This is an optimization exercise on Yosys and OpenROAD, whose aim is a short achievable clock period and few clock cycles, not a production implementation.
The RTL was checked by simulation tests, not by an equivalence proof against the original design.
Power figures rest on the tool's default switching activity, not on a simulated workload.

==> job 4489: inputs <==
==> flow/design.v <==
`default_nettype none
package cache_pkg;
	localparam int addr_w = 16;  
	localparam int data_w = 32;
	localparam int offset_w = 2;
	localparam int words_per_line = 1 << offset_w;
	localparam int line_w = data_w * words_per_line;  
	localparam int index_w = 3;
	localparam int sets = 1 << index_w;
	localparam int tag_w = addr_w - index_w - offset_w;
endpackage
`default_nettype wire
`default_nettype none
module cache_control (
	input  wire  clk,
	input  wire  rst,
	input  logic miss,         
	input  logic victim_dirty,
	input  logic mem_ack,
	output logic st_wb,        
	output logic st_rd,        
	output logic fill          
);
	always_ff @(posedge clk) begin : state_reg
		if (rst) begin
			st_wb <= 1'b0;
			st_rd <= 1'b0;
		end else if (st_wb) begin
			if (mem_ack) begin
				st_wb <= 1'b0;
				st_rd <= 1'b1;
			end
		end else if (st_rd) begin
			if (mem_ack)
				st_rd <= 1'b0;
		end else if (miss) begin
			st_wb <= victim_dirty;
			st_rd <= !victim_dirty;
		end
	end
	assign fill = st_rd && mem_ack;
endmodule
`default_nettype wire
`default_nettype none
module cache_datapath (
	input  wire                                             clk,
	input  wire                                             rst,
	input  logic                                            req,
	input  logic                                            cpu_we,
	input  logic [cache_pkg::addr_w-1:0]                    cpu_adr,
	input  logic [cache_pkg::data_w-1:0]                    cpu_dat_w,
	output logic [cache_pkg::data_w-1:0]                    cpu_dat_r,
	input  logic                                            st_wb,
	input  logic                                            st_rd,
	input  logic                                            fill,
	output logic                                            hit_p,
	output logic                                            hit,
	output logic                                            victim_dirty,
	output logic [cache_pkg::addr_w-cache_pkg::offset_w-1:0] mem_adr,
	output logic [cache_pkg::line_w-1:0]                    mem_dat_w,
	output logic                                            mem_we,
	input  logic [cache_pkg::line_w-1:0]                    mem_dat_r
);
	localparam int tag_w = cache_pkg::tag_w;
	localparam int sets = cache_pkg::sets;
	localparam int data_w = cache_pkg::data_w;
	localparam int words = cache_pkg::words_per_line;
	localparam int line_w = cache_pkg::line_w;
	localparam int index_w = cache_pkg::index_w;
	localparam int offset_w = cache_pkg::offset_w;
	localparam int line_adr_w = cache_pkg::addr_w - offset_w;
	logic [tag_w-1:0]  p_tag [sets];
	logic [line_w-1:0] p_line [sets];
	logic [sets-1:0]   p_valid;
	logic [sets-1:0]   p_dirty;
	logic [tag_w-1:0]  q_tag [sets];
	logic [line_w-1:0] q_line [sets];
	logic [sets-1:0]   q_valid;
	logic [sets-1:0]   q_dirty;
	logic [tag_w-1:0]      req_tag;
	logic [index_w-1:0]    req_index;
	logic [offset_w-1:0]   req_offset;
	logic [line_adr_w-1:0] line_adr;
	logic [sets-1:0]       set_dec;
	logic [words-1:0]      word_dec;
	logic [sets*words-1:0] set_word_dec;
	logic [sets-1:0]       match_p;
	logic [sets-1:0]       match_q;
	logic                  hit_q;
	logic [data_w-1:0]     p_word;
	logic [data_w-1:0]     mem_word;
	logic [line_w-1:0]     fill_line;
	logic [line_w-1:0]     victim_line;
	logic [tag_w-1:0]      victim_tag;
	logic                  wb_now;
	logic [sets-1:0]       fill_set;
	logic [sets-1:0]       write_set;
	logic [sets-1:0]       swap_set;
	assign req_tag = cpu_adr[cache_pkg::addr_w-1 -: tag_w];
	assign req_index = cpu_adr[offset_w +: index_w];
	assign req_offset = cpu_adr[offset_w-1:0];
	assign line_adr = cpu_adr[cache_pkg::addr_w-1:offset_w];
	assign set_dec = sets'(1) << req_index;
	assign word_dec = words'(1) << req_offset;
	assign set_word_dec = (sets*words)'(1) << cpu_adr[offset_w+index_w-1:0];
	always_comb begin : lookup
		for (int s = 0; s < sets; s++) begin
			match_p[s] = p_valid[s] && ({p_tag[s], index_w'(s)} == line_adr);
			match_q[s] = q_valid[s] && ({q_tag[s], index_w'(s)} == line_adr);
		end
	end
	assign hit_p = |match_p;
	assign hit_q = |match_q;
	assign hit = hit_p || hit_q;
	always_comb begin : read_word
		p_word = '0;
		mem_word = '0;
		for (int s = 0; s < sets; s++)
			for (int w = 0; w < words; w++)
				p_word = p_word | ({data_w{set_word_dec[s*words+w]}} & p_line[s][w*data_w +: data_w]);
		for (int w = 0; w < words; w++)
			mem_word = mem_word | ({data_w{word_dec[w]}} & mem_dat_r[w*data_w +: data_w]);
	end
	assign cpu_dat_r = st_rd ? mem_word : p_word;
	always_comb begin : victim
		victim_line = '0;
		victim_tag = '0;
		victim_dirty = 1'b0;
		for (int s = 0; s < sets; s++) begin
			victim_line = victim_line | ({line_w{set_dec[s]}} & q_line[s]);
			victim_tag = victim_tag | ({tag_w{set_dec[s]}} & q_tag[s]);
			victim_dirty = victim_dirty | (set_dec[s] & q_valid[s] & q_dirty[s]);
		end
	end
	assign wb_now = st_wb || (!st_rd && victim_dirty);
	assign mem_we = wb_now;
	assign mem_adr = {wb_now ? victim_tag : req_tag, req_index};
	assign mem_dat_w = victim_line;
	always_comb begin : fill_merge
		for (int w = 0; w < words; w++)
			fill_line[w*data_w +: data_w] = (cpu_we && word_dec[w]) ? cpu_dat_w : mem_dat_r[w*data_w +: data_w];
	end
	always_comb begin : set_actions
		for (int s = 0; s < sets; s++) begin
			fill_set[s] = fill && set_dec[s];
			write_set[s] = req && cpu_we && match_p[s];
			swap_set[s] = req && !hit_p && match_q[s];
		end
	end
	always_ff @(posedge clk) begin : status_bits
		for (int s = 0; s < sets; s++) begin
			if (rst) begin
				p_valid[s] <= 1'b0;
				p_dirty[s] <= 1'b0;
				q_valid[s] <= 1'b0;
				q_dirty[s] <= 1'b0;
			end else if (fill_set[s]) begin
				p_valid[s] <= 1'b1;
				p_dirty[s] <= cpu_we;
				q_valid[s] <= p_valid[s];
				q_dirty[s] <= p_dirty[s];
			end else if (write_set[s]) begin
				p_dirty[s] <= 1'b1;
			end else if (swap_set[s]) begin
				p_valid[s] <= q_valid[s];
				p_dirty[s] <= q_dirty[s];
				q_valid[s] <= p_valid[s];
				q_dirty[s] <= p_dirty[s];
			end
		end
	end
	always_ff @(posedge clk) begin : storage
		for (int s = 0; s < sets; s++) begin
			if (fill_set[s]) begin
				p_tag[s] <= req_tag;
				p_line[s] <= fill_line;
				q_tag[s] <= p_tag[s];
				q_line[s] <= p_line[s];
			end else if (swap_set[s]) begin
				p_tag[s] <= q_tag[s];
				p_line[s] <= q_line[s];
				q_tag[s] <= p_tag[s];
				q_line[s] <= p_line[s];
			end else begin
				for (int w = 0; w < words; w++)
					if (write_set[s] && word_dec[w])
						p_line[s][w*data_w +: data_w] <= cpu_dat_w;
			end
		end
	end
endmodule
`default_nettype wire
`default_nettype none
module cache_top #(
	parameter int index_w = 3
) (
	input  wire                                             clk,
	input  wire                                             rst,
	input  logic                                            cpu_cyc,
	input  logic                                            cpu_stb,
	input  logic                                            cpu_we,
	input  logic [cache_pkg::addr_w-1:0]                    cpu_adr,
	input  logic [cache_pkg::data_w-1:0]                    cpu_dat_w,
	output logic [cache_pkg::data_w-1:0]                    cpu_dat_r,
	output logic                                            cpu_ack,
	output logic                                            mem_cyc,
	output logic                                            mem_stb,
	output logic                                            mem_we,
	output logic [cache_pkg::addr_w-cache_pkg::offset_w-1:0] mem_adr,
	output logic [cache_pkg::line_w-1:0]                    mem_dat_w,
	input  logic [cache_pkg::line_w-1:0]                    mem_dat_r,
	input  logic                                            mem_ack
);
	logic req;
	logic hit_p;
	logic hit;
	logic victim_dirty;
	logic st_wb;
	logic st_rd;
	logic fill;
	assign req = cpu_cyc && cpu_stb;  
	cache_control control_i (
		.clk          (clk),
		.rst          (rst),
		.miss         (req && !hit),
		.victim_dirty (victim_dirty),
		.mem_ack      (mem_ack),
		.st_wb        (st_wb),
		.st_rd        (st_rd),
		.fill         (fill)
	);
	cache_datapath datapath_i (
		.clk          (clk),
		.rst          (rst),
		.req          (req),
		.cpu_we       (cpu_we),
		.cpu_adr      (cpu_adr),
		.cpu_dat_w    (cpu_dat_w),
		.cpu_dat_r    (cpu_dat_r),
		.st_wb        (st_wb),
		.st_rd        (st_rd),
		.fill         (fill),
		.hit_p        (hit_p),
		.hit          (hit),
		.victim_dirty (victim_dirty),
		.mem_adr      (mem_adr),
		.mem_dat_w    (mem_dat_w),
		.mem_we       (mem_we),
		.mem_dat_r    (mem_dat_r)
	);
	assign cpu_ack = (req && hit_p) || fill;
	assign mem_cyc = (req && !hit) || st_wb || st_rd;
	assign mem_stb = mem_cyc;
endmodule
`default_nettype wire
==> flow/run.sh <==
#!/bin/bash
# synth_recipe.tcl (not shown) runs the flow's synth.tcl, then flattens the netlist and writes it again
# the make line also repeats each setting of config.mk as NAME=value (left out here)
make -C /OpenROAD-flow-scripts/flow DESIGN_CONFIG=/design/flow/config.mk WORK_HOME=/design/flow/orfs CLKGATE_MAP_FILE= SYNTH_SCRIPT=/design/flow/synth_recipe.tcl finish
==> flow/config.mk <==
export PLATFORM = sky130hd
export DESIGN_NAME = cache_top
export DESIGN_NICKNAME = cache_top
export VERILOG_FILES = /design/flow/design.v
export SDC_FILE = /design/flow/constraint.sdc
export NUM_CORES = 4
export LEC_CHECK = 0
export CAP_MARGIN = 40
export CORE_MARGIN = 2
export CORE_UTILIZATION = 52
export PLACE_DENSITY = 0.65
export SETUP_SLACK_MARGIN = 2.0
export SLEW_MARGIN = 40
export TNS_END_PERCENT = 25
==> flow/constraint.sdc <==
create_clock -name core_clock -period 6.5 [get_ports {clk}]
set_input_delay 1.3000 -clock core_clock [delete_from_list [all_inputs] [get_ports {clk}]]
set_output_delay 1.3000 -clock core_clock [all_outputs]
set_load 0.01 [all_outputs]
==> inputs of job 7194, as changes to job 4489 <==
--- a/flow/config.mk
+++ b/flow/config.mk
@@ -8,7 +8,7 @@
 export CAP_MARGIN = 40
 export CORE_MARGIN = 2
-export CORE_UTILIZATION = 52
-export PLACE_DENSITY = 0.65
-export SETUP_SLACK_MARGIN = 2.0
+export CORE_UTILIZATION = 45
+export PLACE_DENSITY = 0.6
+export SETUP_SLACK_MARGIN = 2.5
 export SLEW_MARGIN = 40
-export TNS_END_PERCENT = 25
+export TNS_END_PERCENT = 2
==> inputs of job 4360, as changes to job 4489 <==
--- a/flow/config.mk
+++ b/flow/config.mk
@@ -10,5 +10,5 @@
 export CORE_UTILIZATION = 52
 export PLACE_DENSITY = 0.65
-export SETUP_SLACK_MARGIN = 2.0
+export SETUP_SLACK_MARGIN = 1.9
 export SLEW_MARGIN = 40
-export TNS_END_PERCENT = 25
+export TNS_END_PERCENT = 50
==> inputs of job 4756, as changes to job 4489 <==
--- a/flow/config.mk
+++ b/flow/config.mk
@@ -8,6 +8,6 @@
 export CAP_MARGIN = 40
 export CORE_MARGIN = 2
-export CORE_UTILIZATION = 52
-export PLACE_DENSITY = 0.65
+export CORE_UTILIZATION = 45
+export PLACE_DENSITY = 0.6
 export SETUP_SLACK_MARGIN = 2.0
 export SLEW_MARGIN = 40
==> impl.org <==
** Detailed routing
- The detailed router placed 95,100 vias in this run.
- Dividing the detail-routed wire length by the instance count gives 44.1 microns.

** Critical path
- Worst reg2reg startpoint :: datapath_i.q_tag[7][8]$_DFFE_PP_
- Walking the worst path, the cells encountered are buf_12 -> buf_8 -> nor3b_4 -> buf_4 -> buf_8 -> buf_16 -> a22oi_1 -> nand4_1 -> dlygate4sd2_1.
- For the worst setup path, the data arrival time is 3560 ps.

** Die
- The region available for standard cell placement spans 197,000 sq um.

** Clock network
- Setup fix buffers added after clock tree synthesis :: 211

** Final layout
- Sequential share of cell area :: 53.3%
- Buffers, non-clock :: ~1,000

** Power and ir drop
- Sw frac :: 24.8%
- Clock distribution power :: 14,000 uW

** Placement
- At the placement stage, the worst setup path has a slack of 377 ps.

** Status
- Outcome :: timing/DRC/antenna clean
Source of the figures above: job 4360

==> impl.org <==
** Status
- The run finished with no timing, DRC or antenna violations.

** Critical path
- Cell repeated most along the worst path :: sky130_fd_sc_hd__buf_12
- Data on the critical path arrives at its endpoint at 3590 ps.
- CP top delay family :: buffers and inverters
- Worst reg2reg startpoint :: datapath_i.q_tag[7][8]$_DFFE_PP_

** Final layout
- Of the total standard cell area in the layout, the sequential portion is 52.8%.
- Number of nets at the end of the flow :: between 9,000 and 10,000
- Buffers, non-clock :: around 1,100

** Detailed routing
- WL per Instance :: approximately 45 microns

** Synth
- Compound-Gate Fraction of Synth Area :: between 15 and 20%
- Sequential elements use approximately two thirds of the synthesized area.
- During synthesis, Yosys emitted a total of 6 warnings.

** Placement
- Placed Area :: 112,000 sq um
- OpenSTA, run right after detailed placement, puts the worst setup slack at 377 ps.

** Power and ir drop
- Sw frac :: 24.9%
- Clock distribution power :: 14,000 uW
- Per report_power, the top consumer among the power groups is sequential cells.

** Die
- Starting density of the core :: a little over half
- The core region is 197,000 sq um.

** Worst hold path
- Launch point of the worst hold path :: datapath_i.p_line[1][34]$_DFFE_PP_
Source of the figures above: job 4489

==> impl.org <==
** Clock network
- Setup fix buffers added after clock tree synthesis :: 260
- Max Buffers Root-to-Sink :: 3

** Power and ir drop
- For the sequential group, total power comes out at 16,000 uW.
- Clock distribution power :: 14,100 uW
- Of the total power, the share spent switching nets is between 20% and 30%.

** Status
- Outcome :: timing/DRC/antenna clean

** Critical path
- Data arrival, critical path :: 3590 ps
- Worst reg2reg startpoint :: control_i.st_rd$_SDFFE_PP0P_

** Placement
- At the placement stage, the worst setup path has a slack of between 200 and 250 ps.

** Final layout
- Sequential share of cell area :: 52.5%
- In the final layout, the registers with the most flip-flops are datapath_i.p_line x1024, datapath_i.q_line x1024.
- Buffers, non-clock :: 1,139

** Die
- Area of the core region :: 227,000 sq um

** Detailed routing
- Via Count :: ~94,000
Source of the figures above: job 4756

==> impl.org <==
** Clock network
- Setup fix buffers added after clock tree synthesis :: 216

** STA
- The number of hold violations in the final report was 0.

** Status
- Outcome :: timing/DRC/antenna clean

** Die
- The total area inside the core boundary comes to approximately 230,000 sq um.

** Critical path
- Traced cell by cell, the critical path runs through buf_12 -> buf_16 -> or3b_4 -> buf_12 -> nor2_4 -> buf_12 -> buf_12 -> buf_12 -> a22oi_1 -> nand2_1 -> nor4_1 -> a31oi_1 -> buf_4 -> buf_6.
- Data arrives at the worst endpoint at 3580 ps.

** Synth
- After Yosys synthesis, and, or, nand and nor cells account for 11.7% of the synthesized area.

** Power and ir drop
- Clock distribution power :: 13,600 uW

** Worst hold path
- The worst hold path passes through 0 cells.

** Final layout
- In the final layout, flip-flops and latches take up between 50% and 60% of the cell area.

** Detailed routing
- After detailed routing, the average wire length per cell comes to 43.1 microns.
Source of the figures above: job 7194

Testbench counts of job 4489, summed over its fixed seeds: cycles 68,699.
Testbench counts of job 7194, summed over its fixed seeds: cycles 68,699.
Testbench counts of job 4360, summed over its fixed seeds: cycles 68,699.
Testbench counts of job 4756, summed over its fixed seeds: cycles 68,699.

## port drivers added, routing unchanged
In the flow no input, the clock included, has a driving cell. The finished layouts below were timed again as built, in two steps. Step 1: set_driving_cell puts a clkbuf_16 on clk and a buf_2 on each other input, an assumption about the parent block. Step 2 also shifts input and output timing later by t, the mid clock arrival at the registers, as if the neighbouring blocks saw the same clock. Three values: ideal, step 1, step 2; two values: the first two.
run	t (ns)	setup slack, ns	cell pins on the clock port's net
job 4489	1.025	1.610 / 1.388 / 0.805	1
job 7194	1.014	1.622 / 1.300 / 1.140	1
job 4360	1.047	1.643 / 1.414 / 0.857	1
job 4756	1.031	1.610 / 1.409 / 1.207	1
After both steps every run listed still meets setup and hold. For job 4489, which loses most, drivers alone change the setup slack by -0.222 ns; drivers and shift together by -0.805 ns.
